From an optimization exercise on the open Yosys and OpenROAD flow, aimed at small area and a short achievable clock period; shortcuts taken in it are not production practice.
At most, simulation tests tie the RTL to the original design; equivalence was not proved.
The RTL of runs 1 and 2 was laid out without a check of its function.
No activity file was given, so power comes from the tool's default toggle rates.

==> design/flow/flow/run.sh <==
#!/bin/bash
# Standard ORFS layout, with plain buffers on the ports instead of the delay
# buffers buffer_ports picks by default, and sizing free to change a cell's
# footprint.
set -euo pipefail
cd "$(dirname "$0")/.."
export BUFFER_PORTS_ARGS="-buffer_cell sky130_fd_sc_hd__buf_2"
bash standard.sh MATCH_CELL_FOOTPRINT=0 finish > orfs_make.log 2>&1
==> design/flow/standard.sh <==
#!/bin/bash
# synth_recipe.tcl (not shown) runs the flow's synth.tcl, then flattens the netlist and writes it again
# the make line also repeats each setting of config.mk as NAME=value (left out here)
make -C /OpenROAD-flow-scripts/flow DESIGN_CONFIG=/design/flow/config.mk WORK_HOME=/design/flow/orfs CLKGATE_MAP_FILE= SYNTH_SCRIPT=/design/flow/synth_recipe.tcl "${@:-finish}"
==> design/flow/config.mk <==
export PLATFORM = sky130hd
export DESIGN_NAME = rob_top
export DESIGN_NICKNAME = rob_top
export VERILOG_FILES = /design/flow/design.v
export SDC_FILE = /design/flow/constraint.sdc
export NUM_CORES = 4
export LEC_CHECK = 0
export CAP_MARGIN = 20
export CORE_MARGIN = 2
export CORE_UTILIZATION = 60
export CTS_CLUSTER_DIAMETER = 80
export CTS_CLUSTER_SIZE = 24
export SETUP_SLACK_MARGIN = 3.25
export SLEW_MARGIN = 20
export TNS_END_PERCENT = 0
==> design/flow/constraint.sdc <==
create_clock -name core_clock -period 5.5 [get_ports {clock}]
set_input_delay 1.1000 -clock core_clock [delete_from_list [all_inputs] [get_ports {clock}]]
set_output_delay 1.1000 -clock core_clock [all_outputs]
set_load 0.01 [all_outputs]
==> design/flow/design.v <==
`timescale 1ns/100ps
module rob_top
(
   input  logic       clock,
   input  logic       reset,
   input  logic       dispatch_valid_a,
   input  logic       dispatch_valid_b,
   input  logic [4:0] opcode_a,
   input  logic [4:0] opcode_b,
   input  logic [5:0] told_a,
   input  logic [5:0] told_b,
   output logic       dispatch_ready,
   output logic [4:0] rob_idx_a,
   output logic [4:0] rob_idx_b,
   input  logic       cdb_valid_a,
   input  logic       cdb_valid_b,
   input  logic       cdb_valid_c,
   input  logic       cdb_valid_d,
   input  logic [4:0] cdb_idx_a,
   input  logic [4:0] cdb_idx_b,
   input  logic [4:0] cdb_idx_c,
   input  logic [4:0] cdb_idx_d,
   output logic       retire_en_a,
   output logic       retire_en_b,
   output logic [5:0] retire_told_a,
   output logic [5:0] retire_told_b,
   output logic [1:0] retire_count,
   output logic       rob_full,
   output logic       rob_almost_full,
   output logic       rob_empty,
   output logic [4:0] rob_head,
   output logic [4:0] rob_tail,
   output logic [5:0] rob_count
);
   logic [4:0] head;
   logic [4:0] nh;          
   logic [4:0] nh1;         
   logic [4:0] tail;
   logic [4:0] tail_p1;     
   logic [5:0] count;
   logic       ready;
   logic       full;
   logic       almost_full;
   logic       empty;
   logic [1:0] rc;
   logic       en_a, en_b;
   logic [5:0] rt_a, rt_b;
   logic [15:0] cpl_e, cpl_o;
   logic [15:0] st_e,  st_o;
   logic [5:0]  told_e [16];
   logic [5:0]  told_o [16];
   logic       alloc_a, alloc_b;
   logic [1:0] accept;
   assign alloc_a = dispatch_valid_a & ready;
   assign alloc_b = dispatch_valid_b & ready;
   assign accept  = {alloc_a & alloc_b, alloc_a ^ alloc_b};
   logic       wen_e, wen_o;
   logic       wst_e, wst_o;
   logic [5:0] wtold_e, wtold_o;
   assign wen_e   = tail[0] ? alloc_b : alloc_a;
   assign wen_o   = tail[0] ? alloc_a : alloc_b;
   assign wst_e   = tail[0] ? (opcode_b == 5'd0) : (opcode_a == 5'd0);
   assign wst_o   = tail[0] ? (opcode_a == 5'd0) : (opcode_b == 5'd0);
   assign wtold_e = tail[0] ? told_b : told_a;
   assign wtold_o = tail[0] ? told_a : told_b;
   logic [3:0] lo [4];
   logic [7:0] hi [4];
   logic [3:0] cv;
   logic [4:0] ci [4];
   logic [31:0] set;
   assign cv = {cdb_valid_d, cdb_valid_c, cdb_valid_b, cdb_valid_a};
   assign ci[0] = cdb_idx_a;
   assign ci[1] = cdb_idx_b;
   assign ci[2] = cdb_idx_c;
   assign ci[3] = cdb_idx_d;
   always_comb
   begin
      for (int p = 0; p < 4; p++)
      begin
         for (int k = 0; k < 4; k++)
            lo[p][k] = cv[p] & (ci[p][1:0] == 2'(k));
         for (int m = 0; m < 8; m++)
            hi[p][m] = (ci[p][4:2] == 3'(m));
      end
      for (int i = 0; i < 32; i++)
         set[i] = (lo[0][i%4] & hi[0][i/4]) | (lo[1][i%4] & hi[1][i/4]) |
                  (lo[2][i%4] & hi[2][i/4]) | (lo[3][i%4] & hi[3][i/4]);
   end
   always_ff @(posedge clock)
   begin
      for (int j = 0; j < 16; j++)
      begin
         if (wen_e && tail_p1[4:1] == 4'(j))
         begin
            cpl_e[j]  <= 1'b0;
            st_e[j]   <= wst_e;
            told_e[j] <= wtold_e;
         end
         else if (set[2*j])
            cpl_e[j]  <= 1'b1;
         if (wen_o && tail[4:1] == 4'(j))
         begin
            cpl_o[j]  <= 1'b0;
            st_o[j]   <= wst_o;
            told_o[j] <= wtold_o;
         end
         else if (set[2*j+1])
            cpl_o[j]  <= 1'b1;
      end
   end
   logic [3:0] ridx_e, ridx_o;
   logic       rc_e, rc_o, rs_e, rs_o;
   logic [5:0] rt_e, rt_o;
   logic       cpl_h, cpl_n, st_h, st_n;
   logic       hit_h, hit_n;
   logic [5:0] left;        
   logic       ret1, ret2;
   assign ridx_o = nh[4:1];
   assign ridx_e = nh1[4:1];
   logic [15:0] sel_e, sel_o;
   always_comb
   begin
      rc_e = 1'b0; rc_o = 1'b0; rs_e = 1'b0; rs_o = 1'b0; rt_e = '0; rt_o = '0;
      for (int j = 0; j < 16; j++)
      begin
         sel_e[j] = (ridx_e == 4'(j));
         sel_o[j] = (ridx_o == 4'(j));
         rc_e = rc_e | (sel_e[j] & cpl_e[j]);
         rc_o = rc_o | (sel_o[j] & cpl_o[j]);
         rs_e = rs_e | (sel_e[j] & st_e[j]);
         rs_o = rs_o | (sel_o[j] & st_o[j]);
         rt_e = rt_e | ({6{sel_e[j]}} & told_e[j]);
         rt_o = rt_o | ({6{sel_o[j]}} & told_o[j]);
      end
   end
   assign cpl_h = nh[0] ? rc_o : rc_e;
   assign cpl_n = nh[0] ? rc_e : rc_o;
   assign st_h  = nh[0] ? rs_o : rs_e;
   assign st_n  = nh[0] ? rs_e : rs_o;
   assign hit_h = (cdb_valid_a & (cdb_idx_a == nh)) | (cdb_valid_b & (cdb_idx_b == nh)) |
                  (cdb_valid_c & (cdb_idx_c == nh)) | (cdb_valid_d & (cdb_idx_d == nh));
   assign hit_n = (cdb_valid_a & (cdb_idx_a == nh1)) | (cdb_valid_b & (cdb_idx_b == nh1)) |
                  (cdb_valid_c & (cdb_idx_c == nh1)) | (cdb_valid_d & (cdb_idx_d == nh1));
   assign left = count - 6'(rc);
   assign ret1 = (left != 6'd0) & (cpl_h | hit_h);
   assign ret2 = ret1 & (left[5:1] != 5'd0) & (cpl_n | hit_n);
   logic [5:0] ncount;
   assign ncount = left + 6'(accept);
   always_ff @(posedge clock)
   begin
      if (reset)
      begin
         head        <= '0;
         nh          <= '0;
         nh1         <= 5'd1;
         tail        <= '0;
         tail_p1     <= 5'd1;
         count       <= '0;
         ready       <= 1'b1;
         full        <= 1'b0;
         almost_full <= 1'b0;
         empty       <= 1'b1;
         rc          <= '0;
         en_a        <= 1'b0;
         en_b        <= 1'b0;
      end
      else
      begin
         head        <= nh;
         nh          <= ret2 ? nh1 + 5'd1 : ret1 ? nh1 : nh;
         nh1         <= ret2 ? nh1 + 5'd2 : ret1 ? nh1 + 5'd1 : nh1;
         tail        <= tail + 5'(accept);
         tail_p1     <= tail_p1 + 5'(accept);
         count       <= ncount;
         ready       <= ~(ncount[5] | (&ncount[4:0]));
         full        <= ncount[5];
         almost_full <= ncount[5] | (&ncount[4:1]);
         empty       <= (ncount == 6'd0);
         rc          <= {ret2, ret1 & ~ret2};
         en_a        <= ret1 & ~st_h;
         en_b        <= ret2 & ~st_n;
      end
   end
   always_ff @(posedge clock)
   begin
      rt_a <= nh[0] ? rt_o : rt_e;
      rt_b <= nh[0] ? rt_e : rt_o;
   end
   assign dispatch_ready  = ready;
   assign rob_idx_a       = tail;
   assign rob_idx_b       = tail_p1;
   assign retire_count    = rc;
   assign retire_en_a     = en_a;
   assign retire_en_b     = en_b;
   assign retire_told_a   = rt_a;
   assign retire_told_b   = rt_b;
   assign rob_full        = full;
   assign rob_almost_full = almost_full;
   assign rob_empty       = empty;
   assign rob_head        = head;
   assign rob_tail        = tail;
   assign rob_count       = count;
endmodule
==> results of run 1 <==
## cell families after synthesis
| family | Yosys count |
|---|---|
| AO/OA/AOI/OAI | 251 |
| buffers and inverters | 107 |
| adder cells (fa/ha/maj) | 18 |
| multiplexers | 58 |
| XOR/XNOR | 56 |
| AND/OR/NAND/NOR | 360 |
| flip-flops | 306 |
## cells in the final DEF, fill, tap and decap left out, types with 12 or more instances in the layout
master	count
sky130_fd_sc_hd__nor3_1	50
sky130_fd_sc_hd__nand3_1	20
sky130_fd_sc_hd__inv_1	16
sky130_fd_sc_hd__mux2i_1	28
sky130_fd_sc_hd__a222oi_1	14
sky130_fd_sc_hd__o21ai_0	19
sky130_fd_sc_hd__buf_4	33
sky130_fd_sc_hd__a22oi_1	15
sky130_fd_sc_hd__edfxtp_1	224
sky130_fd_sc_hd__dfxtp_1	74
sky130_fd_sc_hd__mux2_2	21
sky130_fd_sc_hd__buf_2	93
sky130_fd_sc_hd__a221oi_1	18
sky130_fd_sc_hd__a22o_1	13
sky130_fd_sc_hd__a21oi_1	35
sky130_fd_sc_hd__nand3b_1	24
sky130_fd_sc_hd__nand2_1	53
sky130_fd_sc_hd__clkbuf_16	17
sky130_fd_sc_hd__a31oi_1	12
sky130_fd_sc_hd__xnor2_1	16
sky130_fd_sc_hd__xor2_1	39
sky130_fd_sc_hd__o22ai_1	73
sky130_fd_sc_hd__nor2_1	127
## registers in the layout (all words and copies together) (netlist names), 2 cells and up
register / flops
count: 6
cpl_e: 16
cpl_o: 16
head: 5
nh: 5
nh1: 5
rc: 2
rt_a: 6
rt_b: 6
st_e: 16
st_o: 16
tail: 5
tail_p1: 5
told_e: 96
told_o: 96
## tightest hold or removal path: stages (launching register included)
cell and delay, ns:
sky130_fd_sc_hd__dfxtp_1 0.34, sky130_fd_sc_hd__nor3_1 0.05, sky130_fd_sc_hd__nor2_1 0.07
## layout make-up
| class | instances | area, µm² | area share [%] |
|---|---|---|---|
| clock buffers | 25 | 434 | 2.82 |
| repair buffers | 136 | 865 | 5.61 |
| multi-input cells | 743 | 5230 | 34.0 |
| flip-flops and latches | 306 | 8390 | 54.5 |
| inverters | 19 | 78.8 | 0.512 |
| well taps | 285 | 357 | 2.31 |
| clock inverters | 3 | 50.0 | 0.325 |
## metrics by stage
step                      hold WS [ns]  util, %  setup WS [ns]
after floorplan                  0.440        -           2.46
after global placement           0.455     63.8           1.95
after detailed placement         0.472     63.8           1.93
after CTS                        0.497     67.1           2.80
after global routing             0.528     67.9           2.67
final                            0.491     67.9           2.74
## layer usage
| metal | track usage, % | vias to the layer above | share of wire (%) |
|---|---|---|---|
| li1 | - | 4526 | - |
| met2 | 50.6 | 630 | 45 |
| met1 | 47.6 | 4958 | 41 |
| met5 | 0 | - | 0 |
| met3 | 4.42 | 105 | 10 |
| met4 | 10.5 | 0 | 3.9 |
## timing repair
| item | 4_1_cts | 5_1_grt |
|---|---|---|
| hold buffers | 0 | 0 |
| pin swaps | 9 | 15 |
| cloned | 0 | 1 |
| endpoints found under the setup margin | 260 | 241 |
| resized for setup | 42 | 18 |
| setup buffers | 14 | 5 |
| hold endpoints to repair | 0 | 0 |
## worst min path at each step
stage / to / cells past startpoint
floorplan: cpl_o[14]$_SDFFE_PP0P_ / 2
global placement: cpl_o[14]$_SDFFE_PP0P_ / 2
detailed placement: cpl_e[6]$_SDFFE_PP0P_ / 2
CTS: cpl_o[10]$_SDFFE_PP0P_ / 2
global route: cpl_o[15]$_SDFFE_PP0P_ / 2
finish: cpl_o[15]$_SDFFE_PP0P_ / 2
## power by group
| group | internal [mW] | switching, mW | leakage (nW) |
|---|---|---|---|
| Combinational | 1.03 | 1.58 | 2.31 |
| Clock | 0.604 | 0.715 | 0.230 |
| Sequential | 2.87 | 0.226 | 2.71 |
==> summary.txt, run 1 <==
- The worst hold path belongs to the class flop to flop.
- Counting the buffers created by CTS gives 16.
- The area of the core is 22,700 µm².
- The number of nets in the synthesized netlist is approximately 1,200.
- The fraction of the yosys area taken by sequential cells is 60.3%.
- For this design, the slowest cell found on the critical path is sky130_fd_sc_hd__dfxtp_1.
- The fraction of the mapped netlist area in compound gates is 12.9%.
- The filler cells instantiated in the layout total 1,722.
- For this block, the via count after detailed routing is 10,200.
- The worst path uses approximately half of the clock period.
- Among all flip-flop cells after synthesis, the most frequent one is sky130_fd_sc_hd__edfxtp_1.
- The startpoint identified for the worst hold timing path is cpl_o[15]$_SDFFE_PP0P_.
- The share of post-route cells with drive strength above 1 is about a fifth.
- By startpoint and endpoint, the worst setup path is classified as flop to flop.
- The count of placed standard cells including taps is 1,468.
- The routed design could run at a clock period as short as 2.76 ns.
- The cell count of the worst reg-to-reg path is 9.
- Dividing the detail-routed wire length by the instance count gives 26.4 µm.
- The critical path depth is 9.
- The required arrival time at the worst endpoint is between 5 and 6 ns.
- The end of the worst register-to-register path is nh1[3]$_SDFFE_PP0P_.
- The number of antenna diodes in the final layout is 0.
- The maximum clock insertion buffer count is 3.
- The number of buffers and inverters on the critical path is 1.
- The final clock skew is 0.0291 ns.
- The adder and majority gate portion of the synthesized area is between 1.5 and 2%.
- The flip-flop and latch count after synthesis is between 300 and 400.
- STA classifies the critical path startpoint as a flop.
- The number of failing hold endpoints at the final stage is 0.
- Static timing analysis puts the maximum clock frequency at 0.362 GHz.
- The worst pin sits at a relative slew slack of 23.3%.
- Setup repair after global routing could not meet its margin everywhere.
- The worst reg-to-reg setup slack is 2.74 ns.
- The first-pass GRT wire length is 58,500 µm.
- The synthesized area per cell is 12.0 µm².
- The cell family with the largest share of critical-path delay is compound AO/OA/AOI/OAI gates.
- The count of clock tree sinks is 306.
- The most critical setup path has its startpoint at nh[4]$_SDFFE_PP0P_.
- Once detail routing completed, the nets flagged for antenna violations numbered 0.
- The yosys synthesis warning count is 6.
- The congestion estimate from routability-driven global placement came to 0.976.
- The number of top-level design ports is 96.
- The total track usage is 32.4%.
- The timing endpoint of the critical path is nh1[3]$_SDFFE_PP0P_.
- In this run the clock root is driven by a sky130_fd_sc_hd__clkbuf_16.
- The number of global-route vias before repair is about 9,500.
- The cell taking the most area after synthesis is sky130_fd_sc_hd__edfxtp_1.
- The startpoint of the worst-slack reg-to-reg timing path is nh[4]$_SDFFE_PP0P_.
- The full die area is 24,400 µm².
- In the post-synthesis netlist, the biggest area contributors are sky130_fd_sc_hd__edfxtp_1 48%, sky130_fd_sc_hd__dfxtp_1 12%, sky130_fd_sc_hd__nor2_1 3.7%.
- The simple-gate share of the synthesized area is 12.9%.
- On the worst path, the slowest cell contributes a delay of 0.44 ns.
- Of the total synthesized cell area, the portion taken by XOR and XNOR cells is under 10%.
- By area, the combinational part of the netlist is dominated by compound AO/OA/AOI/OAI gates.
- Traced cell by cell, the critical path runs through clkinvlp_4 > nand2_1 > o22ai_1 > o2bb2a_4 > nand3_1 > a32oi_4 > nor2_4 > o211ai_2 > mux2_4.
- The fraction of synthesized area in multiplexers is 5.02%.
- The floorplan has 55 rows.
- The worst-case vdd ir drop is 337 µV.
- The category of the worst setup path capture point is a flop.
- After synthesis, the share of flip-flops with an asynchronous set or reset is 0%.
- The final cell count without fillers is 1,517.
- Among all cell types in the netlist, the one instantiated most often is sky130_fd_sc_hd__edfxtp_1.
- Ranked by instance count, the synthesized netlist is headed by 224 x sky130_fd_sc_hd__edfxtp_1, 136 x sky130_fd_sc_hd__nor2_1, 82 x sky130_fd_sc_hd__dfxtp_1.
- The placed instances occupy a cell area of 14,500 µm².
- The summed area of non-filler cells in the final layout is 15,400 µm².
- The arrival time of the worst setup path is 3.16 ns.
- The pre-antenna-repair detailed-routing pass consisted of 7 iterations.
- After synthesis the cells add up to 13,900 µm².
- The detailed router finished its first iteration with 1,421 violations.
- The aggregate global routing overflow is 0.
- Clock-pin slew was measured on the worst setup and hold paths at 0.10 ns.
- Across the run, the number of max-cap violations was 0.
- The area share of the largest cell type after synthesis is 48.5%.
- In the final design database the tool counted 1,290 nets.
- In the synthesized netlist, the number of instances is 1,156.
- Counting flops with a built-in enable in the synthesized netlist gives ~220.
- The CTS tree is done.
- Of all nets on the critical path, the largest fanout is 12.
- Once the floorplan was initialized, standard cells occupied roughly three fifths of the core.
- The number of antenna violations at the first check in global routing is 0.
- The number of buffers inserted by port buffering is 95.
- In this run the power density over the cells is 455 nW/µm².
- Detailed placement finished with a half-perimeter wire length of 25,900 µm.
- The design draws 7.02 mW.
- The y dimension of the die is 156 µm.
- The clock latency on the worst-skew pair is 0.52 ns.
- The total wire length after detailed routing is 40,100 µm.
- The final count of pins violating max slew is 0.
- The number of failing setup endpoints in the final timing report is 0.
- Counting distinct cell types in the post-synthesis netlist gives 67.
- The sum of negative setup slack is 0 ns.
- The largest net degree at the start of global routing is 40.
- CTS built an H-tree with a depth of 1.
- The via count normalized by instance count is 6.74.
- The number of design rule violations left after detail routing is 0.
- The flow ran to the end and the layout has no timing, DRC or antenna violations.
- The layout overhead on the synthesized area is 11.0%.
- In this run the static leakage power is around 5.2 nW.
- For the pin with the worst max-slew slack, the measured transition is between 1 and 1.5 ns.
- The width of the chip is 156 µm.
==> run 2: changes to the inputs <==
--- a/design/flow/design.v
+++ b/design/flow/design.v
@@ -35,2 +35,3 @@
    logic [4:0] head;
+   logic [4:0] h1, h2, h3;  
    logic [4:0] nh;          
@@ -117,2 +118,4 @@
    logic       ret1, ret2;
+   assign nh  = rc[1] ? h2 : rc[0] ? h1 : head;
+   assign nh1 = rc[1] ? h3 : rc[0] ? h2 : h1;
    assign ridx_o = nh[4:1];
@@ -153,4 +156,5 @@
          head        <= '0;
-         nh          <= '0;
-         nh1         <= 5'd1;
+         h1          <= 5'd1;
+         h2          <= 5'd2;
+         h3          <= 5'd3;
          tail        <= '0;
@@ -169,4 +173,5 @@
          head        <= nh;
-         nh          <= ret2 ? nh1 + 5'd1 : ret1 ? nh1 : nh;
-         nh1         <= ret2 ? nh1 + 5'd2 : ret1 ? nh1 + 5'd1 : nh1;
+         h1          <= nh1;
+         h2          <= nh1 + 5'd1;
+         h3          <= nh1 + 5'd2;
          tail        <= tail + 5'(accept);
==> design/flow/flow/run.sh (replaced) <==
#!/bin/bash
# Standard ORFS layout, but with plain buffers on the ports instead of the
# delay buffers buffer_ports picks by default.
set -euo pipefail
cd "$(dirname "$0")/.."
export BUFFER_PORTS_ARGS="-buffer_cell sky130_fd_sc_hd__buf_2"
bash standard.sh finish > orfs_make.log 2>&1
--- a/design/flow/config.mk
+++ b/design/flow/config.mk
@@ -9,7 +9,4 @@
 export CORE_MARGIN = 2
-export CORE_UTILIZATION = 60
-export CTS_CLUSTER_DIAMETER = 80
-export CTS_CLUSTER_SIZE = 24
-export SETUP_SLACK_MARGIN = 3.25
+export CORE_UTILIZATION = 40
+export SETUP_SLACK_MARGIN = 3.0
 export SLEW_MARGIN = 20
-export TNS_END_PERCENT = 0
==> summary.txt, run 2 <==
- The run finished with no timing, DRC or antenna violations.
- The flip-flop and latch count after synthesis is 310 (+1.3%).
- The top achievable clock speed is 0.340 GHz (-6.2%).
- The netlist area before placement is 14,200 µm² (+2.1%).
- The clock latency on the worst-skew pair came to 0.54 ns (+0.02 ns).
- The number of buffers inserted for hold repair after clock tree synthesis came to 0 (unchanged).
- The leakage power figure was 6.05 nW (+15%).
- Sorting the synthesized cells by how often they occur yields 224 x sky130_fd_sc_hd__edfxtp_1, 123 x sky130_fd_sc_hd__nor2_1, 86 x sky130_fd_sc_hd__dfxtp_1.
- The required arrival time at the worst endpoint came to 5.95 ns (+0.05 ns).
- The first-pass GRT wire length is 69,700 µm (+19%).
- The number of failing setup endpoints in the final timing report came to 0 (unchanged).
- The full die area came to 36,900 µm² (+52%).
- The filler cell count is 3,022 (+75%).
- The starting density of the core is 40.8% (-20 points).
- The worst-case vdd ir drop is 294 µV (-13%).
- The total wire length after detailed routing is 48,100 µm (+20%).
- The worst min-delay path class is flop to flop.
- The number of detailed-route iterations in the first pass came to 5 (-2).
- The number of rows in the core area is 68 (+24%).
- The category of the critical setup timing path is flop to flop.
- The synthesized area per cell is 11.9 µm² (-0.49%).
- The cell taking the most area after synthesis is sky130_fd_sc_hd__edfxtp_1.
- The library cells used most frequently in the layout, excluding fill and tap cells, are 224 x sky130_fd_sc_hd__edfxtp_1, 94 x sky130_fd_sc_hd__nor2_1, 93 x sky130_fd_sc_hd__buf_2.
- The via count normalized by instance count came to 6.08 (-9.7%).
- The final count of pins violating max slew is 0 (unchanged).
- The worst reg-to-reg setup slack is 2.56 ns (-0.18 ns).
- The signal on the critical path passes through mux2_4 > mux2i_4 > inv_2 > ha_4 > a222oi_1 > o211ai_1 > a21o_1 > o22a_1 > nor2_1 > a41oi_1 > or3_1 > a211oi_2.
- The fraction of the yosys area taken by sequential cells is 59.6% (-0.67 points).
- The peak fanout along the critical path is 6 (-6).
- The pin slew with the least headroom to its limit is 1.18 ns (+0.0352 ns).
- The number of nets with antenna violations after detailed routing was 0 (unchanged).
- Relative to the synthesized area, the layout overhead comes to 24.5%.
- The power density of the placed cells is 555 nW/µm² (+22%).
- In the synthesized netlist the dominant register cell turns out to be sky130_fd_sc_hd__edfxtp_1.
- The number of nets in the synthesized netlist is 1,254 (+2.5%).
- The shortest period the worst path allows is 2.94 ns (+0.183 ns).
- The CTS tree is done.
- The largest registers in the layout are told_e (96), told_o (96).
- The final clock skew is 0.0183 ns (-0.0108 ns).
- The total number of nets in the final design came to 1,397 (+8.3%).
- The aggregate global routing overflow came to 0 (unchanged).
- The number of failing hold endpoints at the final stage came to 0 (unchanged).
- The number of buffers inserted by port buffering is 95 (unchanged).
- The root buffer cell chosen for the clock tree is sky130_fd_sc_hd__clkbuf_16.
- The adder and majority gate portion of the synthesized area is 1.80% (-0.038 points).
- The estimated wirelength of the detail-placed design is 30,600 µm (+18%).
- The yosys synthesis warning count was 6 (unchanged).
- The sum of negative setup slack is 0 ns (unchanged).
- The worst hold slack is 0.490 ns (-0.00134 ns).
- The startpoint class of the critical path is a flop.
- Setup repair after global routing could not meet its margin everywhere.
- The count of placed standard cells including taps came to 1,667 (+14%).
- The CTS clock-pin slew for the worst setup and hold paths came to 0.06 ns (-0.04 ns).
- The total CTS buffers is 35 (+19).
- The final cell count without fillers came to 1,812 (+19%).
- The area share of the largest cell type after synthesis was 47.5% (-0.99 points).
- The routed wirelength normalized by instance count was 26.5 µm (+0.44%).
- The number of distinct library cells after synthesis is 72 (+7.5%).
- The max-cap check violation count is 0 (unchanged).
- The cell with the biggest individual delay on the critical path is sky130_fd_sc_hd__dfxtp_4.
- The arrival time of the worst setup path was 3.39 ns (+0.23 ns).
- The critical path's largest stage delay is 0.40 ns (-0.04 ns).
- The number of design-rule violations left by the first detailed-router iteration is 1,255 (-12%).
- The number of antenna violations at the first check in global routing was 2 (+2).
- The total track usage came to 25.9% (-6.5 points).
- The simple-gate share of the synthesized area is 12.9% (+0.046 points).
- Ranked by total cell area, the synthesized netlist is headed by sky130_fd_sc_hd__edfxtp_1 47%, sky130_fd_sc_hd__dfxtp_1 12%, sky130_fd_sc_hd__nor2_1 3.3%.
- The synthesized instance count is 1,186 (+2.6%).
- The final critical-path share of the clock period is 53.5% (+3.3 points).
- The final core area utilization is 50.8% (-17 points).
- The y dimension of the die came to 192 µm (+23%).
- The number of top-level design ports was 96 (unchanged).
- The async set-reset flop share out of synthesis is 0% (unchanged).
- The total number of vias is 11,000 (+7.9%).
- The width of the chip is 192 µm (+23%).
- The maximum clock insertion buffer count is 3 (unchanged).
- The share of post-route cells with drive strength above 1 came to 30.7% (+11 points).
- The number of enable flip-flop cells after synthesis is 224 (unchanged).
- The number of design rule violations left after detail routing was 0 (unchanged).
- The depth of the CTS H-tree is 2 (+1).
- The library cell used most frequently in the layout, excluding fill and tap cells, is sky130_fd_sc_hd__edfxtp_1.
- The area of the core is 34,700 µm² (+53%).
- The placer congestion estimate came to 0.895 (-8.3%).
- In the post-synthesis netlist, the cell with the most instances is sky130_fd_sc_hd__edfxtp_1.
- The fraction of the mapped netlist area in compound gates came to 12.7% (-0.21 points).
- The fraction of synthesized area in multiplexers was 6.29% (+1.3 points).
- The xor and xnor area share after synthesis is 3.40% (-0.13 points).
- The category of the worst setup path capture point is a flop.
- The largest net degree at the start of global routing is 41 (+2.5%).
- The count of clock tree sinks is 310 (+1.3%).
- By area, the combinational part of the netlist is dominated by simple AND/OR/NAND/NOR gates.
- The worst slew margin relative to its limit was 20.9% (-2.4 points).
- The number of global-route vias before repair was 10,600 (+12%).
[run 2: cell types whose count changed in the layout (fill, tap and decap cells not counted), moves of 11 or more]
cell / change
sky130_fd_sc_hd__nor2_2: +15
sky130_fd_sc_hd__xnor2_1: +29
sky130_fd_sc_hd__a221oi_1: -11
sky130_fd_sc_hd__buf_12: +11
sky130_fd_sc_hd__xor2_1: -30
sky130_fd_sc_hd__clkbuf_16: +20
sky130_fd_sc_hd__nor2_1: -33
sky130_fd_sc_hd__nand2_1: +22
sky130_fd_sc_hd__mux2_4: +13
sky130_fd_sc_hd__nand3_1: +16
sky130_fd_sc_hd__buf_4: +25
[run 2: per-stage QoR]
step | instance area (µm²) | total power [mW] | setup WS (ns)
after floorplan | 14400 | 5.32 | 2.43
after global placement | 15100 | 6.28 | 1.35
after detailed placement | 15100 | 6.32 | 1.22
after CTS | 17400 | 9.54 | 2.63
after global routing | 17600 | 10.2 | 2.43
final | 17600 | 9.79 | 2.56
[run 2: routing by layer]
layer / part of all wire [%] / global-route usage [%] / wire length (µm) / vias up
met2: 46 / 41.2 / 22200 / 576
met3: 9.6 / 5.24 / 4600 / 87
met5: 0.029 / 0 / 14 / -
met1: 41 / 35.9 / 19900 / 5518
met4: 2.7 / 7.49 / 1320 / 2
li1: - / - / - / 4843
[run 2: worst paths after layout]
path,startpoint,to,cells past startpoint
setup / recovery,rc[0]$_SDFF_PP0_,rc[0]$_SDFF_PP0_,12
setup reg to reg,rc[0]$_SDFF_PP0_,rc[0]$_SDFF_PP0_,12
hold / removal,cpl_e[12]$_SDFFE_PP0P_,cpl_e[12]$_SDFFE_PP0P_,2
hold reg to reg,cpl_e[12]$_SDFFE_PP0P_,cpl_e[12]$_SDFFE_PP0P_,2
[run 2: final cells by class]
class | count | area [µm²] | share of cell area, %
tap | 455 | 569 | 3.23
multi-input combinational | 783 | 5930 | 33.6
antenna | 1 | 2.50 | 0.0142
sequential | 310 | 8460 | 48.0
clock inverter | 18 | 235 | 1.33
clock buffer | 46 | 990 | 5.61
inverter | 17 | 71.3 | 0.404
timing repair buffer | 182 | 1390 | 7.89
[run 2: repair_timing]
action	CTS	global route
resized for setup	98	42
endpoints found under the setup margin	126	86
setup buffers	61	12
gates cloned	6	0
pin swaps	47	22
[run 2: kinds of logic after synthesis]
family / Yosys count
AND/OR/NAND/NOR: 380
flip-flops: 310
AO/OA/AOI/OAI: 251
buffers and inverters: 98
multiplexers: 74
XOR/XNOR: 55
adder cells (fa/ha/maj): 18
[run 2: critical path: cells and delay by family, from the launching register on]
family          cells  cell delay (ns)
compound gates      6             1.11
mux                 2             0.55
simple gates        2             0.49
flops               1             0.40
fa+ha+maj           1             0.19
buf+inv             1             0.11
[run 2: where the power goes]
group	switching (mW)	internal, mW	total, mW
Sequential	0.214	2.90	3.11
Combinational	2.40	1.81	4.21
Clock	0.963	1.51	2.48
==> run 3: changes to the inputs <==
--- a/design/flow/design.v
+++ b/design/flow/design.v
@@ -35,3 +35,2 @@
    logic [4:0] head;
-   logic [4:0] h1, h2, h3;  
    logic [4:0] nh;          
@@ -117,5 +116,4 @@
    logic [5:0] left;        
+   logic       l1, l2, ch, cn;
    logic       ret1, ret2;
-   assign nh  = rc[1] ? h2 : rc[0] ? h1 : head;
-   assign nh1 = rc[1] ? h3 : rc[0] ? h2 : h1;
    assign ridx_o = nh[4:1];
@@ -147,4 +145,19 @@
    assign left = count - 6'(rc);
-   assign ret1 = (left != 6'd0) & (cpl_h | hit_h);
-   assign ret2 = ret1 & (left[5:1] != 5'd0) & (cpl_n | hit_n);
+   assign l1   = (left != 6'd0);
+   assign l2   = (left[5:1] != 5'd0);
+   assign ch   = cpl_h | hit_h;
+   assign cn   = cpl_n | hit_n;
+   assign ret1 = l1 & ch;
+   assign ret2 = ret1 & l2 & cn;
+   logic [4:0] nh2, nh3;
+   logic [4:0] x1, x2, y1, y2;
+   logic [4:0] nh_next, nh1_next;
+   assign nh2 = nh1 + 5'd1;
+   assign nh3 = nh1 + 5'd2;
+   assign x1  = l1 ? nh1 : nh;
+   assign x2  = l2 ? nh2 : x1;
+   assign y1  = l1 ? nh2 : nh1;
+   assign y2  = l2 ? nh3 : y1;
+   assign nh_next  = ch ? (cn ? x2 : x1) : nh;
+   assign nh1_next = ch ? (cn ? y2 : y1) : nh1;
    logic [5:0] ncount;
@@ -156,5 +169,4 @@
          head        <= '0;
-         h1          <= 5'd1;
-         h2          <= 5'd2;
-         h3          <= 5'd3;
+         nh          <= '0;
+         nh1         <= 5'd1;
          tail        <= '0;
@@ -173,5 +185,4 @@
          head        <= nh;
-         h1          <= nh1;
-         h2          <= nh1 + 5'd1;
-         h3          <= nh1 + 5'd2;
+         nh          <= nh_next;
+         nh1         <= nh1_next;
          tail        <= tail + 5'(accept);
==> summary.txt, run 3 <==
- The async set-reset flop share out of synthesis is 0% (unchanged).
- The fraction of synthesized area in multiplexers was 5.17% (-1.1 points).
- The library cell used most frequently in the layout, excluding fill and tap cells, is sky130_fd_sc_hd__edfxtp_1.
- The category of the critical setup timing path is flop to flop.
- The number of buffers inserted for hold repair after clock tree synthesis came to 0 (unchanged).
- The net switching fraction of the power is 34.6% (-1.9 points).
- For this design, the slowest cell found on the critical path is sky130_fd_sc_hd__or3_4.
- The maximum clock insertion buffer count came to 3 (unchanged).
- The worst min-delay path class is flop to flop.
- The number of global-route vias before repair is 10,000 (-5.3%).
- The arrival time of the worst setup path is 3.02 ns (-0.37 ns).
- The number of rows in the core area came to 68 (unchanged).
- The internal power consumption is 5.43 mW (-13%).
- The total track usage came to 23.8% (-2.1 points).
- The number of nets with antenna violations after detailed routing is 0 (unchanged).
- The top achievable clock speed was 0.381 GHz (+12%).
- The flip-flop and latch count after synthesis is 306 (-1.3%).
- The commonest register cell after synthesis is sky130_fd_sc_hd__edfxtp_1.
- The number of design-rule violations left by the first detailed-router iteration is 1,225 (-2.4%).
- Summed over all instances, the cell type with the most area after synthesis is sky130_fd_sc_hd__edfxtp_1.
- The cell depth of the worst hold path is 2 (unchanged).
- The fraction of the mapped netlist area in compound gates came to 12.9% (+0.14 points).
- Leaving out fill and tap cells, the most frequent cells in the layout are 224 x sky130_fd_sc_hd__edfxtp_1, 110 x sky130_fd_sc_hd__nor2_1, 94 x sky130_fd_sc_hd__buf_2.
- The synthesized instance count came to 1,165 (-1.8%).
- The first-pass GRT wire length is 64,100 µm (-7.9%).
- The run finished with no timing, DRC or antenna violations.
- The synthesized area per cell was 11.9 µm² (-0.11%).
- The estimated wirelength of the detail-placed design is 28,700 µm (-6.2%).
- The final count of pins violating max slew came to 0 (unchanged).
- The critical path depth is 8 (-4).
- The number of buffers inserted by port buffering is 95 (unchanged).
- The pin slew with the least headroom to its limit was 0.969 ns (-0.213 ns).
- The routed wirelength normalized by instance count came to 24.5 µm (-7.5%).
- The power density of the placed cells was 487 nW/µm² (-12%).
- After synthesis, the most frequently instantiated cells are 224 x sky130_fd_sc_hd__edfxtp_1, 131 x sky130_fd_sc_hd__nor2_1, 82 x sky130_fd_sc_hd__dfxtp_1.
- The clock latency on the worst-skew pair is 0.51 ns (-0.03 ns).
- The xor and xnor area share after synthesis was 3.28% (-0.12 points).
- The part of the total power dissipated in the clock network was 27.0% (+1.7 points).
- The number of nets in the synthesized netlist was 1,233 (-1.7%).
- The worst-case vdd ir drop is 277 µV (-5.7%).
- The critical path's largest stage delay is 0.45 ns (+0.05 ns).
- The max-cap check violation count came to 0 (unchanged).
- The total CTS buffers is 35 (unchanged).
- Compared with the post-synthesis result, the final layout area differs by 22.7%.
- The number of failing hold endpoints at the final stage is 0 (unchanged).
- The yosys synthesis warning count is 6 (unchanged).
- The final clock skew is 0.0150 ns (-0.00331 ns).
- The share of post-route cells with drive strength above 1 is 29.6% (-1.0 points).
- The area of the core is 34,400 µm² (-0.98%).
- The CTS clock-pin slew for the worst setup and hold paths came to 0.06 ns (about the same).
- The peak fanout along the critical path came to 8 (+2).
- The count of clock tree sinks is 306 (-1.3%).
- The net switching component of the power came to 2.88 mW (-19%).
- The placer congestion estimate is 0.917 (+2.4%).
- The y dimension of the die is 190 µm (-0.92%).
- The share of power burned in combinational logic is 35.7% (-7.3 points).
- The cell count of the worst reg-to-reg path is 8 (-4).
- Setup repair after global routing could not meet its margin everywhere.
- The leakage power figure was 5.91 nW (-2.4%).
- The number of enable flip-flop cells after synthesis was 224 (unchanged).
- The number of antenna violations at the first check in global routing was 7 (+5).
- The via count normalized by instance count is 5.90 (-3.0%).
- The category of the worst setup path capture point is a flop.
- The number of distinct library cells after synthesis is 77 (+6.9%).
- The required arrival time at the worst endpoint came to 5.90 ns (-0.05 ns).
- The total number of nets in the final design is 1,348 (-3.5%).
- The fraction of the yosys area taken by sequential cells came to 60.2% (+0.57 points).
- In the final layout, the registers with the most flip-flops are told_e (96), told_o (96).
- The worst slew margin relative to its limit is 34.7% (+14 points).
- The sequential fraction of design power came to 37.3% (+5.5 points).
- The final critical-path share of the clock period was 47.8% (-5.8 points).
- The total number of vias came to 10,400 (-5.5%).
- TritonCTS built the clock tree.
- The simple-gate share of the synthesized area is 13.3% (+0.39 points).
- The aggregate global routing overflow is 0 (unchanged).
- The adder and majority gate portion of the synthesized area is 1.84% (+0.035 points).
- After synthesis, the largest family of logic cells by area is simple AND/OR/NAND/NOR gates.
- The width of the chip is 190 µm (-0.92%).
- The largest net degree at the start of global routing is 37 (-9.8%).
- The number of detailed-route iterations in the first pass is 6 (+1).
- The shortest period the worst path allows was 2.63 ns (-0.317 ns).
- The number of buffers and inverters on the critical path came to 0 (-1).
- The area share of the largest cell type after synthesis is 48.4% (+0.91 points).
- The number of top-level design ports came to 96 (unchanged).
- The cell family with the largest share of critical-path delay is compound AO/OA/AOI/OAI gates.
- The critical path goes through mux2_2 > a32oi_2 > o2111ai_2 > or3_4 > a211oi_4 > o21ai_2 > a211oi_2 > mux2_4.
- The number of failing setup endpoints in the final timing report came to 0 (unchanged).
- By area the synthesized netlist is led by sky130_fd_sc_hd__edfxtp_1 48%, sky130_fd_sc_hd__dfxtp_1 12%, sky130_fd_sc_hd__nor2_1 3.5%.
- The full die area is 36,300 µm² (-1.8%).
- The number of design rule violations left after detail routing was 0 (unchanged).
- STA classifies the critical path startpoint as a flop.
- The final core area utilization is 49.6% (-1.2 points).
- The starting density of the core was 40.5% (-0.37 points).
- Among all cell types in the netlist, the one instantiated most often is sky130_fd_sc_hd__edfxtp_1.
- The total wire length after detailed routing is 43,300 µm (-9.9%).
- The sum of negative setup slack is 0 ns (unchanged).
- The depth of the CTS H-tree is 2 (unchanged).
- Clock tree synthesis selected as its root buffer the cell sky130_fd_sc_hd__clkbuf_16.
- The netlist area before placement is 13,900 µm² (-1.9%).
run 3: routing by layer:
layer	wire length, µm	share of wire, %	up-vias	GRT usage, %
met4	1260	2.9	6	7.45
li1	-	-	4700	-
met2	21000	49	461	39.7
met3	2810	6.5	95	3.75
met1	18200	42	5154	31.9
met5	41	0.095	-	0
run 3: worst paths after layout:
| check | from | end | slack (ns) |
|---|---|---|---|
| setup / recovery | nh[2]$_SDFFE_PP0P_ | nh1[4]$_SDFFE_PP0P_ | 2.87 |
| hold / removal | cpl_o[9]$_SDFFE_PP0P_ | cpl_o[9]$_SDFFE_PP0P_ | 0.49 |
| setup reg to reg | nh[2]$_SDFFE_PP0P_ | nh1[4]$_SDFFE_PP0P_ | 2.87 |
| hold reg to reg | cpl_o[9]$_SDFFE_PP0P_ | cpl_o[9]$_SDFFE_PP0P_ | 0.49 |
run 3: metrics by stage:
stage / cell area, µm² / setup WS (ns) / cells / power [mW] / hold slack, ns
after detailed placement: 14900 / 2.06 / 1645 / 5.44 / 0.463
after global placement: 14900 / 2.08 / 1645 / 5.43 / 0.452
after CTS: 16600 / 2.75 / 1742 / 7.97 / 0.483
after global routing: 17100 / 2.77 / 1763 / 8.67 / 0.516
after floorplan: 14200 / 2.74 / 1165 / 4.70 / 0.425
final: 17100 / 2.87 / 1765 / 8.31 / 0.488
run 3: power groups by stage:
stage          Clock (mW)  Sequential [mW]  Combinational (mW)
6_report             2.24             3.10                2.97
5_1_grt              2.36             3.13                3.18
4_1_cts              2.26             3.09                2.62
3_5_place_dp            0             3.15                2.29
3_3_place_gp            0             3.14                2.28
2_1_floorplan           0             3.08                1.62
run 3: layout make-up:
cell class / count / area (µm²)
clock inverter: 10 / 83.8
clock buffer: 53 / 1030
antenna: 4 / 10.0
fill: 3082 / 17300
multi-input combinational: 745 / 5660
sequential: 306 / 8400
timing repair buffer: 163 / 1180
tap: 455 / 569
inverter: 29 / 124
run 3: cells by family after synthesis:
kind of cell / after synthesis
xor gates and xnor gates: 52
DFF: 306
buffers and inverters: 114
muxes: 55
AOI/OAI and AO/OA: 246
and+or+nand+nor: 374
adders and majority gates: 18
run 3: tightest hold or removal path: cells and delay by family, from the launching register on:
kind                   cells  cell delay [ns]
flip-flops                 1             0.33
buffers and inverters      1             0.06
AO/OA/AOI/OAI              1             0.05
run 3: what timing repair did:
action | CTS | global route
pin swaps | 8 | 36
endpoints found under the setup margin | 244 | 75
buffers inserted | 30 | 19
endpoints found under the hold margin | 0 | 0
gates resized for setup | 73 | 63
cloned | 4 | 0
==> run 4: changes to the inputs <==
==> design/flow/flow/run.sh (replaced) <==
#!/bin/bash
# Standard ORFS layout, with plain buffers on the ports instead of the delay
# buffers buffer_ports picks by default, and sizing free to change a cell's
# footprint.
set -euo pipefail
cd "$(dirname "$0")/.."
export BUFFER_PORTS_ARGS="-buffer_cell sky130_fd_sc_hd__buf_2"
bash standard.sh MATCH_CELL_FOOTPRINT=0 finish > orfs_make.log 2>&1
--- a/design/flow/config.mk
+++ b/design/flow/config.mk
@@ -9,4 +9,4 @@
 export CORE_MARGIN = 2
-export CORE_UTILIZATION = 40
-export SETUP_SLACK_MARGIN = 3.0
+export CORE_UTILIZATION = 60
+export SETUP_SLACK_MARGIN = 3.5
 export SLEW_MARGIN = 20
==> summary.txt, run 4 <==
- The xor and xnor area share after synthesis came to 3.28% (unchanged).
- The critical path launch point is count[0]$_SDFF_PP0_.
- The synthesized instance count was 1,165 (unchanged).
- The shortest period the worst path allows was 2.77 ns (+0.146 ns).
- The number of buffers inserted for hold repair after clock tree synthesis came to 0 (unchanged).
- The antenna diode count is 0 (-4).
- The CTS clock-pin slew for the worst setup and hold paths was 0.06 ns (about the same).
- The number of design-rule violations left by the first detailed-router iteration is 1,769 (+44%).
- The most common cell after layout, fill and taps aside is sky130_fd_sc_hd__edfxtp_1.
- The area share of the largest cell type after synthesis came to 48.4% (unchanged).
- The number of buffers and inverters on the critical path is 2 (+2).
- The worst hold path begins at cpl_e[9]$_SDFFE_PP0P_.
- The largest registers in the layout are told_e (96), told_o (96).
- The worst slew margin relative to its limit is 43.6% (+8.9 points).
- The number of antenna violations at the first check in global routing is 0 (-7).
- The flip-flop and latch count after synthesis was 306 (unchanged).
- The clock latency on the worst-skew pair is 0.59 ns (+0.08 ns).
- The required arrival time at the worst endpoint is 5.97 ns (+0.07 ns).
- The top achievable clock speed is 0.361 GHz (-5.3%).
- The category of the worst setup path capture point is a flop.
- The final count of pins violating max slew came to 0 (unchanged).
- The depth of the CTS H-tree was 1 (-1).
- In the layout the commonest cells are 224 x sky130_fd_sc_hd__edfxtp_1, 98 x sky130_fd_sc_hd__nor2_1, 76 x sky130_fd_sc_hd__buf_4.
- The flow ran to the end and the layout has no timing, DRC or antenna violations.
- The most used cell along the critical path is sky130_fd_sc_hd__ha_4.
- In the post-synthesis netlist, the cell with the most instances is sky130_fd_sc_hd__edfxtp_1.
- The final critical-path share of the clock period is 50.4% (+2.7 points).
- The cell family with the largest share of critical-path delay is adder cells.
- The tightest min-delay check is of the flop to flop type.
- The number of failing hold endpoints at the final stage is 0 (unchanged).
- Summed over all instances, the cell type with the most area after synthesis is sky130_fd_sc_hd__edfxtp_1.
- The final core area utilization came to 80.5% (+31 points).
- In the synthesized netlist, the cells that appear most often are 224 x sky130_fd_sc_hd__edfxtp_1, 131 x sky130_fd_sc_hd__nor2_1, 82 x sky130_fd_sc_hd__dfxtp_1.
- The count of clock tree sinks is 306 (unchanged).
- The filler cell count came to 1,207 (-61%).
- The met1 routing resource usage after global routing is 50.6% (+19 points).
- The final clock skew is 0.0179 ns (+0.00290 ns).
- The leakage power figure is 6.36 nW (+7.7%).
- The async set-reset flop share out of synthesis is 0% (unchanged).
- The fraction of the yosys area taken by sequential cells came to 60.2% (unchanged).
- After synthesis, the largest family of logic cells by area is simple AND/OR/NAND/NOR gates.
- The multi-input gate area in the final layout is 6090 µm² (+7.6%).
- The estimated wirelength of the detail-placed design came to 26,800 µm (-6.7%).
- The number of global-route vias before repair is 10,900 (+8.1%).
- The final cell count without fillers came to 1,646 (-6.7%).
- The fraction of the mapped netlist area in compound gates is 12.9% (unchanged).
- The total wire length after detailed routing is 48,100 µm (+11%).
- The starting density of the core came to 61.2% (+21 points).
- The sequential cell area was 8480 µm² (+0.97%).
- The worst-case vdd ir drop is 516 µV (+86%).
- The number of top-level design ports was 96 (unchanged).
- Walking the worst path, the cells encountered are inv_2 > ha_4 > inv_4 > fa_2 > ha_4 > a21oi_4 > or2_4 > mux2i_2 > a31oi_2 > xnor2_1 > and2_4 > nor3_2.
- The via count normalized by instance count is 6.97 (+18%).
- TritonCTS built the clock tree.
- The busiest layer in global routing is met2.
- The number of nets in the synthesized netlist is 1,233 (unchanged).
- The aggregate global routing overflow is 0 (unchanged).
- The number of nets with antenna violations after detailed routing was 0 (unchanged).
- The largest net degree at the start of global routing is 34 (-8.1%).
- The yosys synthesis warning count is 6 (unchanged).
- By area the synthesized netlist is led by sky130_fd_sc_hd__edfxtp_1 48%, sky130_fd_sc_hd__dfxtp_1 12%, sky130_fd_sc_hd__nor2_1 3.5%.
- The total track usage is 36.6% (+13 points).
- The number of failing setup endpoints in the final timing report was 0 (unchanged).
- The simple-gate share of the synthesized area is 13.3% (unchanged).
- The setup slack after layout is 2.73 ns (-0.146 ns).
- The area of the core was 22,700 µm² (-34%).
- The share of post-route cells with drive strength above 1 is 38.2% (+8.6 points).
- The startpoint class of the critical path is a flop.
- The routed wirelength normalized by instance count is 29.2 µm (+19%).
- The y dimension of the die came to 156 µm (-18%).
- In this run the critical register-to-register path is launched from count[0]$_SDFF_PP0_.
- From synthesis to final layout, the design area changed by 31.5%.
- The sum of negative setup slack is 0 ns (unchanged).
- Setup repair after global routing could not meet its margin everywhere.
- The netlist area before placement came to 13,900 µm² (unchanged).
- The max-cap check violation count was 0 (unchanged).
- The adder and majority gate portion of the synthesized area is 1.84% (unchanged).
- The critical path's largest stage delay is 0.50 ns (+0.05 ns).
- The first-pass GRT wire length is 66,300 µm (+3.3%).
- The total CTS buffers came to 31 (-11%).
- In the synthesized netlist the dominant register cell turns out to be sky130_fd_sc_hd__edfxtp_1.
- The arrival time of the worst setup path was 3.24 ns (+0.22 ns).
- The pin slew with the least headroom to its limit is 0.845 ns (-0.124 ns).
- The full die area is 24,400 µm² (-33%).
- The number of enable flip-flop cells after synthesis came to 224 (unchanged).
- The width of the chip was 156 µm (-18%).
- The global-route track usage on met3 is 6.98% (+3.2 points).
- The worst setup slack after placement came to 2.27 ns (+0.208 ns).
- The number of design rule violations left after detail routing was 0 (unchanged).
- The number of buffers inserted by port buffering was 95 (unchanged).
- The number of distinct library cells after synthesis is 77 (unchanged).
- The count of placed standard cells including taps is 1,469 (-11%).
- By startpoint and endpoint, the worst setup path is classified as flop to flop.
- The total number of nets in the final design came to 1,404 (+4.2%).
- The number of rows in the core area is 55 (-19%).
- The total number of vias came to 11,500 (+10%).
- The power density of the placed cells is 510 nW/µm² (+4.7%).
- The global routing met2 resource utilization is 59.1% (+19 points).
- The peak fanout along the critical path is 3 (-5).
- The number of detailed-route iterations in the first pass came to 5 (-1).
- The synthesized area per cell came to 11.9 µm² (unchanged).
- The fraction of synthesized area in multiplexers is 5.17% (unchanged).
- The maximum clock insertion buffer count is 3 (unchanged).
- The placer congestion estimate came to 0.979 (+6.8%).
- The worst reg-to-reg setup slack was 2.73 ns (-0.15 ns).
- For this design, the slowest cell found on the critical path is sky130_fd_sc_hd__fa_2.
- CTS placed an instance of sky130_fd_sc_hd__clkbuf_16 at the clock tree root.
## run 4: cell types whose count changed in the layout (fill, tap and decap cells not counted), sizes merged
cell	change
diode	-4
bufinv	+3
clkinvlp	+2
clkinv	+12
inv	-1
clkbuf	-16
buf	+59
bufbuf	-4
## run 4: routing by layer
metal  wire, µm  up-vias
li1           -     4809
met2      22700      897
met5          0        -
met4       1990        0
met1      17800     5597
met3       5610      169
## run 4: kinds of logic (layout without fill, tap and decap cells)
logic type | Yosys count | count (layout)
simple gates | 374 | 374
flops | 306 | 306
compound gates | 246 | 246
buf+inv | 114 | 310
mux | 55 | 55
xor+xnor | 52 | 52
fa+ha+maj | 18 | 18
## run 4: worst register-to-register path, delay by kind of cell, from the launching register on
| family | cells | cell delay (ns) |
|---|---|---|
| DFF | 1 | 0.36 |
| xor gates and xnor gates | 1 | 0.26 |
| muxes | 1 | 0.23 |
| and+or+nand+nor | 3 | 0.54 |
| adders and majority gates | 3 | 0.98 |
| buffers and inverters | 2 | 0.10 |
| AOI/OAI and AO/OA | 2 | 0.20 |
## run 4: worst paths after layout
| path | cells after the start | end |
|---|---|---|
| min | 2 | cpl_e[9]$_SDFFE_PP0P_ |
| max | 12 | empty$_SDFF_PP1_ |
| max reg2reg | 12 | empty$_SDFF_PP1_ |
| min reg2reg | 2 | cpl_e[9]$_SDFFE_PP0P_ |
## run 4: report_power, final
part / internal (mW) / switching [mW]
registers: 2.90 / 0.199
clock network: 1.22 / 0.928
logic: 1.80 / 2.28
## run 4: area by class of cell
cell class / count / share of cell area (%)
Timing Repair Buffer: 223 / 12.0
Sequential cell: 306 / 46.4
Tap cell: 285 / 1.95
Inverter: 29 / 0.691
Clock buffer: 32 / 4.26
Multi-Input combinational cell: 745 / 33.3
Clock inverter: 26 / 1.37
## run 4: per-stage QoR
stage / cell area (µm²) / total power, mW / hold WS, ns
2_1_floorplan: 14600 / 4.84 / 0.425
3_3_place_gp: 14900 / 5.52 / 0.438
3_5_place_dp: 14900 / 5.54 / 0.471
4_1_cts: 17600 / 8.53 / 0.482
5_1_grt: 18300 / 9.59 / 0.486
6_report: 18300 / 9.33 / 0.486
## run 4: what timing repair did
item,4_1_cts,5_1_grt
buffers inserted,78,35
cloned,5,1
endpoints found under the setup margin,342,219
resized for setup,198,65
pin swaps,46,48
==> run 5: changes to the inputs <==
--- a/design/flow/config.mk
+++ b/design/flow/config.mk
@@ -10,3 +10,5 @@
 export CORE_UTILIZATION = 60
-export SETUP_SLACK_MARGIN = 3.5
+export CTS_CLUSTER_DIAMETER = 80
+export CTS_CLUSTER_SIZE = 30
+export SETUP_SLACK_MARGIN = 3.0
 export SLEW_MARGIN = 20
==> summary.txt, run 5 <==
- The flow ran to the end and the layout has no timing, DRC or antenna violations.
- The layout overhead on the synthesized area is 16.7%.
- The number of rows in the core area is 55 (unchanged).
- In the layout the commonest cells are 224 x sky130_fd_sc_hd__edfxtp_1, 110 x sky130_fd_sc_hd__nor2_1, 93 x sky130_fd_sc_hd__buf_2.
- The largest net degree at the start of global routing is 34 (unchanged).
- The leakage power figure is 5.58 nW (-12%).
- The final count of pins violating max slew came to 0 (unchanged).
- The async set-reset flop share out of synthesis was 0% (unchanged).
- The highest metal layer used by the detailed router is met5.
- The flip-flop and latch count after synthesis is 306 (unchanged).
- The total track usage is 33.2% (-3.4 points).
- The arrival time of the worst setup path was 3.12 ns (-0.12 ns).
- The fraction of the yosys area taken by sequential cells is 60.2% (unchanged).
- Setup repair after global routing could not meet its margin everywhere.
- The count of clock tree sinks was 306 (unchanged).
- The final critical-path share of the clock period came to 49.7% (-0.70 points).
- The number of enable flip-flop cells after synthesis is 224 (unchanged).
- The number of design rule violations left after detail routing was 0 (unchanged).
- The number of detailed-route iterations in the first pass is 6 (+1).
- The placer congestion estimate is 0.969 (-1.1%).
- The CTS tree is done.
- The estimated wirelength of the detail-placed design is 26,700 µm (-0.33%).
- The number of global-route vias before repair is 9,860 (-9.2%).
- The most common cell after layout, fill and taps aside is sky130_fd_sc_hd__edfxtp_1.
- The number of design-rule violations left by the first detailed-router iteration is 1,183 (-33%).
- The worst setup path is launched from a flop.
- The number of buffers inserted by port buffering is 95 (unchanged).
- The area share of the largest cell type after synthesis is 48.4% (unchanged).
- The summed area of non-filler cells in the final layout came to 16,200 µm² (-11%).
- The number of nets with antenna violations after detailed routing is 0 (unchanged).
- The worst-case vdd ir drop is 430 µV (-17%).
- The power density of the placed cells is 457 nW/µm² (-10%).
- The required arrival time at the worst endpoint is 5.89 ns (-0.08 ns).
- The synthesized instance count was 1,165 (unchanged).
- The count of placed standard cells including taps is 1,475 (+0.41%).
- The clock latency on the worst-skew pair was 0.51 ns (-0.08 ns).
- The largest registers in the layout are told_e (96), told_o (96).
- The number of failing hold endpoints at the final stage is 0 (unchanged).
- The peak fanout along the critical path came to 7 (+4).
- In this run the most critical hold path is launched from cpl_e[1]$_SDFFE_PP0P_.
- The max-cap check violation count is 0 (unchanged).
- The sum of negative setup slack was 0 ns (unchanged).
- The critical path launch point is nh[3]$_SDFFE_PP0P_.
- The first-pass GRT wire length came to 60,400 µm (-8.8%).
- The shortest period the worst path allows is 2.73 ns (-0.0386 ns).
- The clock root buffer is sky130_fd_sc_hd__clkbuf_16.
- The total number of nets in the final design is 1,333 (-5.1%).
- The netlist area before placement is 13,900 µm² (unchanged).
- The full die area is 24,400 µm² (unchanged).
- The top achievable clock speed is 0.366 GHz (+1.4%).
- The total CTS buffers was 14 (-55%).
- The antenna diode count is 0 (unchanged).
- The number of failing setup endpoints in the final timing report was 0 (unchanged).
- The number of buffers inserted for hold repair after clock tree synthesis is 0 (unchanged).
- The y dimension of the die is 156 µm (unchanged).
- The yosys synthesis warning count is 6 (unchanged).
- The worst setup path is captured at a flop.
- The total wire length after detailed routing is 41,100 µm (-15%).
- The area of the core is 22,700 µm² (unchanged).
- The pin slew with the least headroom to its limit is 1.01 ns (+0.162 ns).
- The routed wirelength normalized by instance count is 26.4 µm (-9.7%).
- The most frequent cell after synthesis is sky130_fd_sc_hd__edfxtp_1.
- The final cell count without fillers was 1,558 (-5.3%).
- The startpoint of the worst-slack reg-to-reg timing path is nh[3]$_SDFFE_PP0P_.
- The category of the critical setup timing path is flop to flop.
- The instance area after placement is 14,600 µm² (-2.0%).
- The post-route met1 wirelength is 17,200 µm (-3.4%).
- The depth of the CTS H-tree came to 1 (unchanged).
- After synthesis, the most frequently instantiated cells are 224 x sky130_fd_sc_hd__edfxtp_1, 131 x sky130_fd_sc_hd__nor2_1, 82 x sky130_fd_sc_hd__dfxtp_1.
- The starting density of the core is 61.2% (unchanged).
- The share of post-route cells with drive strength above 1 is 29.0% (-9.2 points).
- The synthesized area per cell came to 11.9 µm² (unchanged).
- The final clock skew is 0.0232 ns (+0.00533 ns).
- The number of distinct library cells after synthesis is 77 (unchanged).
- The number of antenna violations at the first check in global routing was 1 (+1).
- The maximum clock insertion buffer count is 3 (unchanged).
- The aggregate global routing overflow is 0 (unchanged).
- The met2 layer wire length in the routed design is 18,900 µm (-17%).
- The worst min-delay path class is flop to flop.
- The number of nets in the synthesized netlist was 1,233 (unchanged).
- The commonest register cell after synthesis is sky130_fd_sc_hd__edfxtp_1.
- The number of top-level design ports is 96 (unchanged).
- The via count normalized by instance count is 6.79 (-2.6%).
- The cell taking the most area after synthesis is sky130_fd_sc_hd__edfxtp_1.
- By area the synthesized netlist is led by sky130_fd_sc_hd__edfxtp_1 48%, sky130_fd_sc_hd__dfxtp_1 12%, sky130_fd_sc_hd__nor2_1 3.5%.
- The width of the chip was 156 µm (unchanged).
- The worst slew margin relative to its limit was 32.6% (-11 points).
- The total length of routed met3 wires came to 3890 µm (-31%).
- The CTS clock-pin slew for the worst setup and hold paths is 0.11 ns (+0.05 ns).
- The total number of vias is 10,600 (-7.8%).
==> run 5: cell types whose count changed in the layout (fill, tap and decap cells not counted), moves of 9 or more <==
cell and delta:
sky130_fd_sc_hd__or3b_2 +9, sky130_fd_sc_hd__clkinv_1 -10, sky130_fd_sc_hd__dfxtp_1 +29, sky130_fd_sc_hd__buf_4 -16, sky130_fd_sc_hd__dfxtp_2 -16, sky130_fd_sc_hd__or3b_4 -9, sky130_fd_sc_hd__buf_12 -21, sky130_fd_sc_hd__buf_6 -55
sky130_fd_sc_hd__nor2_1 +12, sky130_fd_sc_hd__dfxtp_4 -13, sky130_fd_sc_hd__nor2_4 -24, sky130_fd_sc_hd__clkbuf_16 -18, sky130_fd_sc_hd__buf_2 +39, sky130_fd_sc_hd__nor2_2 +12
==> run 5: cell type report <==
class | count | area (µm²)
timing repair buffer | 169 | 1190
tap | 285 | 357
multi-input combinational | 745 | 5720
clock inverter | 3 | 32.5
sequential | 306 | 8410
clock buffer | 21 | 398
inverter | 29 | 121
fill | 1575 | 6480
==> run 5: path summary, 6_finish.rpt <==
path | cells after the start | slack (ns) | end
max | 8 | 2.77 | nh1[4]$_SDFFE_PP0P_
max reg2reg | 8 | 2.77 | nh1[4]$_SDFFE_PP0P_
min reg2reg | 2 | 0.49 | cpl_e[1]$_SDFFE_PP0P_
min | 2 | 0.49 | cpl_e[1]$_SDFFE_PP0P_
==> run 5: worst max-delay path, cell delays in order (launching register included) <==
cell and delay [ns]:
sky130_fd_sc_hd__dfxtp_4 0.43, sky130_fd_sc_hd__mux2_2 0.39, sky130_fd_sc_hd__a32oi_2 0.22, sky130_fd_sc_hd__o2111ai_2 0.21, sky130_fd_sc_hd__or3_4 0.40, sky130_fd_sc_hd__a211oi_4 0.29, sky130_fd_sc_hd__o21ai_2 0.10, sky130_fd_sc_hd__a211oi_2 0.23
sky130_fd_sc_hd__mux2_1 0.34
==> run 5: logic make-up after synthesis <==
logic type	share of synthesized area, %
compound gates	12.9
fa+ha+maj	1.84
mux	5.17
buf+inv	3.38
simple gates	13.3
flops	60.2
xor+xnor	3.28
==> run 5: where the power goes <==
| part | total, mW | leakage, nW | internal, mW | switching (mW) |
|---|---|---|---|---|
| clock | 1.22 | 0.204 | 0.522 | 0.700 |
| combinational | 3.08 | 2.67 | 1.27 | 1.81 |
| sequential | 3.12 | 2.71 | 2.87 | 0.242 |
| total | 7.42 | 5.58 | 4.66 | 2.75 |
==> run 5: per-layer routing <==
metal / global-route usage, % / up-vias
li1: - / 4636
met1: 50.4 / 5238
met2: 51.9 / 624
met3: 3.52 / 80
met4: 8.78 / 2
met5: 0 / -
==> run 5: stage by stage <==
step	worst slack (ns)	power (mW)	util, %	hold WS [ns]
6_report	2.77	7.42	71.5	0.495
5_1_grt	2.73	7.74	71.5	0.516
4_1_cts	2.86	6.84	68.7	0.467
3_5_place_dp	2.03	5.41	64.5	0.453
3_3_place_gp	2.07	5.38	64.5	0.455
2_1_floorplan	2.76	4.69	-	0.425
==> run 5: repair_timing <==
item	CTS	global route
gates cloned	3	1
endpoints found under the setup margin	271	89
pin swaps	18	32
setup buffers	23	31
resized for setup	75	78
==> run 6: changes to the inputs <==
--- a/design/flow/config.mk
+++ b/design/flow/config.mk
@@ -11,4 +11,5 @@
 export CTS_CLUSTER_DIAMETER = 80
-export CTS_CLUSTER_SIZE = 30
+export CTS_CLUSTER_SIZE = 24
 export SETUP_SLACK_MARGIN = 3.0
 export SLEW_MARGIN = 20
+export TNS_END_PERCENT = 10
==> summary.txt, run 6 <==
- In the final layout, the registers with the most flip-flops are told_e (96), told_o (96).
- The full die area was 24,400 µm² (unchanged).
- The yosys synthesis warning count is 6 (unchanged).
- Among all flip-flop cells after synthesis, the most frequent one is sky130_fd_sc_hd__edfxtp_1.
- The number of design rule violations left after detail routing came to 0 (unchanged).
- The routed wirelength normalized by instance count is 26.6 µm (+0.90%).
- The final core area utilization is 69.7% (-1.8 points).
- The flip-flop and latch count after synthesis is 306 (unchanged).
- The net switching fraction of the power was 35.9% (-1.2 points).
- The total number of vias is 10,400 (-1.3%).
- The final count of pins violating max slew is 0 (unchanged).
- The synthesized instance count is 1,165 (unchanged).
- The number of buffers inserted by port buffering is 95 (unchanged).
- The leakage power figure was 5.46 nW (-2.2%).
- The peak fanout along the critical path came to 8 (+1).
- The sum of negative setup slack is 0 ns (unchanged).
- The share of power burned in combinational logic is 37.5% (-4.0 points).
- The cell depth of the worst hold path was 2 (unchanged).
- The pin slew with the least headroom to its limit is 1.15 ns (+0.139 ns).
- The max-cap check violation count was 0 (unchanged).
- The number of failing hold endpoints at the final stage is 0 (unchanged).
- The power density of the placed cells is 449 nW/µm² (-1.8%).
- The part of the total power dissipated in the clock network is 19.3% (+2.8 points).
- Clock tree synthesis selected as its root buffer the cell sky130_fd_sc_hd__clkbuf_16.
- The share of post-route cells with drive strength above 1 came to 24.0% (-5.0 points).
- The commonest cells after synthesis are 224 x sky130_fd_sc_hd__edfxtp_1, 131 x sky130_fd_sc_hd__nor2_1, 82 x sky130_fd_sc_hd__dfxtp_1.
- The placer congestion estimate is 0.954 (-1.5%).
- The number of antenna violations at the first check in global routing is 0 (-1).
- The count of clock tree sinks was 306 (unchanged).
- The antenna diode count is 0 (unchanged).
- The run finished with no timing, DRC or antenna violations.
- The total track usage is 33.7% (+0.45 points).
- The shortest period the worst path allows is 2.67 ns (-0.0665 ns).
- The number of nets with antenna violations after detailed routing is 0 (unchanged).
- The most common cell after layout, fill and taps aside is sky130_fd_sc_hd__edfxtp_1.
- The required arrival time at the worst endpoint is 5.91 ns (+0.02 ns).
- The arrival time of the worst setup path is 3.08 ns (-0.04 ns).
- The cell count of the worst reg-to-reg path is 9 (+1).
- The number of nets in the synthesized netlist is 1,233 (unchanged).
- The number of global-route vias before repair was 10,100 (+2.5%).
- The largest net degree at the start of global routing is 34 (unchanged).
- The most frequent cell after synthesis is sky130_fd_sc_hd__edfxtp_1.
- The number of failing setup endpoints in the final timing report was 0 (unchanged).
- The starting density of the core came to 61.2% (unchanged).
- The clock latency on the worst-skew pair is 0.52 ns (about the same).
- The maximum clock insertion buffer count was 3 (unchanged).
- The layout overhead on the synthesized area is 13.8%.
- The y dimension of the die is 156 µm (unchanged).
- After synthesis, the cell types taking the most area are sky130_fd_sc_hd__edfxtp_1 48%, sky130_fd_sc_hd__dfxtp_1 12%, sky130_fd_sc_hd__nor2_1 3.5%.
- The number of buffers inserted for hold repair after clock tree synthesis is 0 (unchanged).
- The worst min-delay path class is flop to flop.
- The number of distinct library cells after synthesis is 77 (unchanged).
- The number of detailed-route iterations in the first pass is 8 (+2).
- The startpoint class of the critical path is a flop.
- The total CTS buffers was 17 (+3).
- The number of rows in the core area is 55 (unchanged).
- The category of the worst setup path capture point is a flop.
- The netlist area before placement is 13,900 µm² (unchanged).
- The internal power consumption is 4.55 mW (-2.4%).
- The fraction of the yosys area taken by sequential cells was 60.2% (unchanged).
- The total number of nets in the final design is 1,314 (-1.4%).
- The width of the chip is 156 µm (unchanged).
- The estimated wirelength of the detail-placed design is 27,000 µm (+0.99%).
- The worst slew margin relative to its limit is 23.3% (-9.3 points).
- Setup repair after global routing could not meet its margin everywhere.
- The number of design-rule violations left by the first detailed-router iteration is 1,326 (+12%).
- The top achievable clock speed is 0.375 GHz (+2.5%).
- The sequential fraction of design power was 43.2% (+1.2 points).
- The final clock skew is 0.0205 ns (-0.00274 ns).
- The count of placed standard cells including taps is 1,480 (+0.34%).
- The net switching component of the power came to 2.55 mW (-7.4%).
[run 6: kinds of logic after synthesis]
kind of cell | synth area share (%)
simple gates | 13.3
flops | 60.2
compound gates | 12.9
buf+inv | 3.38
mux | 5.17
xor+xnor | 3.28
fa+ha+maj | 1.84
[run 6: final timing paths]
check                        startpoint                     to  slack (ns)
setup reg to reg     nh[2]$_SDFFE_PP0P_    nh1[4]$_SDFFE_PP0P_        2.83
hold reg to reg   cpl_o[9]$_SDFFE_PP0P_  cpl_o[9]$_SDFFE_PP0P_        0.48
hold / removal    cpl_o[9]$_SDFFE_PP0P_  cpl_o[9]$_SDFFE_PP0P_        0.48
setup / recovery     nh[2]$_SDFFE_PP0P_    nh1[4]$_SDFFE_PP0P_        2.83
[run 6: routing by layer]
layer	GRT usage, %	routed length [µm]	up-vias
met4	11.1	1350	0
met1	47.2	16300	5092
met2	52.2	18600	654
met5	0	0	-
li1	-	-	4615
met3	8.28	4720	81
[run 6: through the flow]
stage                     instance area [µm²]  setup WS (ns)  total power, mW
after floorplan                         14100           2.76             4.64
after global placement                  14600           2.20             5.35
after detailed placement                14600           2.14             5.38
after CTS                               15700           2.79             7.01
after global routing                    15800           2.76             7.43
final                                   15800           2.83             7.10
[run 6: worst max-delay path, stage by stage, from the launching register on]
cell and delay, ns:
sky130_fd_sc_hd__dfxtp_4 0.39, sky130_fd_sc_hd__buf_12 0.14, sky130_fd_sc_hd__mux2_4 0.31, sky130_fd_sc_hd__a32oi_2 0.18
sky130_fd_sc_hd__o2111ai_2 0.16, sky130_fd_sc_hd__or3_4 0.46, sky130_fd_sc_hd__a211oi_4 0.28, sky130_fd_sc_hd__o21ai_2 0.11
sky130_fd_sc_hd__a211oi_2 0.19, sky130_fd_sc_hd__mux2_1 0.33
[run 6: repair_timing]
item                                    4_1_cts  5_1_grt
gates resized for setup                      73       19
endpoints found under the setup margin      158      174
cloned                                        6        0
pin swaps                                    14        1
setup buffers                                24        1
[run 6: power by group through the flow]
stage / clock [mW] / sequential (mW) / combinational, mW
final: 1.37 / 3.07 / 2.66
after global routing: 1.45 / 3.10 / 2.87
after CTS: 1.38 / 3.06 / 2.57
after detailed placement: 0 / 3.11 / 2.27
after global placement: 0 / 3.10 / 2.25
after floorplan: 0 / 3.07 / 1.57
[run 6: cell type report]
cell class	count	area, µm²
Clock buffer	26	479
Multi-Input combinational cell	745	5360
Sequential cell	306	8410
Fill cell	1634	6890
Clock inverter	4	42.5
Inverter	29	118
Tap cell	285	357
Timing Repair Buffer	147	1060

Re-timed with assumed drivers on the ports (clkbuf_16 on the clock, buf_2 on other inputs), run 6 has 2.832 ns of setup slack against 2.832 ns with ideal ports, and 2.383 ns once port delays also move by the mid clock arrival of 0.560 ns.
